This is an optimization exercise on Yosys and OpenROAD, whose aim is small area, not a production implementation. In this exercise RTL edits were held to simulation tests only and were not proved equivalent to the original. Power is estimated from default activity; no workload was simulated.

Design rv_top, start of the top module:
module rv_top (
    input  logic        clk,
    input  logic        reset,
    output logic [31:0] inst_addr,
    input  logic [31:0] inst_data,
    input  logic        inst_valid,
    output logic        halted,
    output logic        retire_valid,
    output logic        retire_rd_wen,
    output logic [31:0] retire_pc,
    output logic [4:0]  retire_rd_addr,
    output logic [31:0] retire_rd_data
);
    localparam logic [3:0] C_NOP   = 4'd0;
    localparam logic [3:0] C_LUI   = 4'd1;
    localparam logic [3:0] C_AUIPC = 4'd2;
    localparam logic [3:0] C_JAL   = 4'd3;
    localparam logic [3:0] C_JALR  = 4'd4;
    localparam logic [3:0] C_BR    = 4'd5;
    localparam logic [3:0] C_OPI   = 4'd6;
    localparam logic [3:0] C_OP    = 4'd7;
    localparam logic [3:0] C_EBRK  = 4'd8;
    logic [3:0]  ph;         
    logic        clr;        
    logic        irv;        
    logic        ex;         
    logic        post;       
    logic        taken;      
    logic        wen;        
    logic        halt_q;
    logic [4:0]  wb_rd;
    logic [31:0] pc;         
    logic [31:0] npc;        
    logic [31:0] r;          
    logic [31:7] ir;
    logic [3:0]  cls;
    logic        c_main, c_tgt, c_inc, neq, dly;
    logic [4:0]  s_reg;
    logic is_lui, is_auipc, is_jal, is_jalr, is_br, is_opi, is_op, is_ebrk, is_alu;
    logic [2:0] f3;
    logic [4:0] rd;
    logic       rd_wen;
    assign is_lui   = (cls == C_LUI);
    assign is_auipc = (cls == C_AUIPC);
    assign is_jal   = (cls == C_JAL);
    assign is_jalr  = (cls == C_JALR);
    assign is_br    = (cls == C_BR);
    assign is_opi   = (cls == C_OPI);
    assign is_op    = (cls == C_OP);
    assign is_ebrk  = (cls == C_EBRK);
  ...
For scale: about 1100 flip-flops, roughly 29000 um^2 of cells after synthesis.
clock: 16.0 ns
lec_check: 0
abc_area: 1
cap_margin: 20
core_margin: 2
core_utilization: 58
slew_margin: 20
standard.sh (not shown) runs the stock make flow with config.mk's settings and CLKGATE_MAP_FILE= SYNTH_SCRIPT=/design/flow/synth_recipe.tcl, a recipe that flattens the netlist after the stock synthesis.
==> flow/flow/run.sh <==
#!/bin/bash
# Standard ORFS layout with these changes:
#  - synthesis maps logic with the area-only ABC script in flow/abc_area.script
#    (same yosys flow, registers untouched; ABC buffers are removed at floorplan)
#  - port buffers are buf_1
#  - CTS without dummy loads, with clkbuf_8 clusters of up to 20 sinks, 60 um across
set -euo pipefail
mkdir -p scripts_mod
for f in "$FLOW_HOME"/scripts/*; do ln -sf "$f" scripts_mod/; done
rm -f scripts_mod/abc_area.script
cp flow/abc_area.script scripts_mod/abc_area.script
export SCRIPTS_DIR="$PWD/scripts_mod"
export BUFFER_PORTS_ARGS="-buffer_cell sky130_fd_sc_hd__buf_1"
export REMOVE_ABC_BUFFERS=1
export CTS_ARGS="-sink_clustering_enable -repair_clock_nets -dont_use_dummy_load -sink_clustering_size 20 -sink_clustering_max_diameter 60 -buf_list sky130_fd_sc_hd__clkbuf_8"
bash standard.sh > standard.log 2>&1
==> flow/flow/abc_area.script <==
strash
&get -n
&deepsyn -T 60
&put
dch
amap -F 2 -A 8
topo
The starting point completed with no timing, DRC or antenna violations.
Next try:
--- a/flow/design.v
+++ b/flow/design.v
@@ -26,18 +26,19 @@
     logic        clr;        
     logic        irv;        
     logic        ex;         
     logic        post;       
     logic        taken;      
     logic        wen;        
     logic        halt_q;
     logic [4:0]  wb_rd;
     logic [31:0] pc;         
+    logic [31:1] pc_q;       
     logic [31:0] npc;        
     logic [31:0] r;          
     logic [31:7] ir;
     logic [3:0]  cls;
     logic        c_main, c_tgt, c_inc, neq, dly;
     logic [4:0]  s_reg;
     logic is_lui, is_auipc, is_jal, is_jalr, is_br, is_opi, is_op, is_ebrk, is_alu;
     logic [2:0] f3;
     logic [4:0] rd;
@@ -279,34 +280,35 @@
     end
     always_ff @(posedge clk) begin
         if (reset) begin
             ph     <= 4'd0;
             clr    <= 1'b1;
             irv    <= 1'b0;
             ex     <= 1'b0;
             post   <= 1'b0;
             halt_q <= 1'b0;
-            pc     <= 32'h8000_0000;
+            pc_q   <= 31'h4000_0000;
         end else begin
             ph <= ph + 4'd1;
             if (cap) irv <= 1'b1;
             if (ph == 4'd15) begin
                 clr  <= 1'b0;
                 post <= ex;
                 ex   <= (irv || cap) && !ex && !halt_q;
                 if (ex) begin
                     irv <= 1'b0;
                     if (is_ebrk) halt_q <= 1'b1;
                 end
             end
-            if (ret) pc <= taken ? r : npc;
+            if (ret) pc_q <= taken ? r[31:1] : npc[31:1];
         end
     end
+    assign pc             = {pc_q, 1'b0};
     assign inst_addr      = pc;
     assign halted         = halt_q;
     assign retire_valid   = ret;
     assign retire_pc      = pc;
     assign retire_rd_wen  = wen;
     assign retire_rd_addr = wb_rd;
     assign retire_rd_data = r;
 endmodule
 `default_nettype wire
- routed wire length goes down by about 6%
- global-route usage decreases by 1.4 points
- total power stays flat
- core utilization falls by 0.31 points
- sequential power hardly moves
- die area came out lower by 0.51%
- design area shrinks by about 0.7%
- via count went down by 1.4%
- non-clock buffer count decreases by 9
- worst hold slack gets worse by 7.3 ps

re-timing with driven ports:
How much do the figures lean on ideal ports? The routed layouts below were timed once more, with nothing changed but the port constraints.
Step 1 sets driving cells, clkbuf_16 on the clock port and buf_2 on the other inputs (assumed; they add their load-dependent delay and slew).
Step 2 adds t to the input delays and takes it off the output delays; t is the mean of the earliest and latest rising clock arrival at the registers after step 1. Input paths then give back, and output paths get back, about the clock's delay inside the block.
a / b / c = ideal ports / drivers / drivers and shift; a / b = the first two.
run | t, ns | setup WS [ns] | worst hold slack (ns) | slew at the worst register clock pin (ns) | pins driven straight from the clock port
the first run | 0.697 | 5.903 / 5.910 / 5.213 | 0.269 / 0.269 / 0.269 | 0.12 / 0.12 | 1
the second run | 0.681 | 6.331 / 6.359 / 5.678 | 0.262 / 0.262 / 0.262 | 0.12 / 0.12 | 1
After both steps setup and hold are still met in every run listed. The setup slack of the first run, which loses most, moves by +0.007 ns with the drivers and by -0.690 ns with both steps.
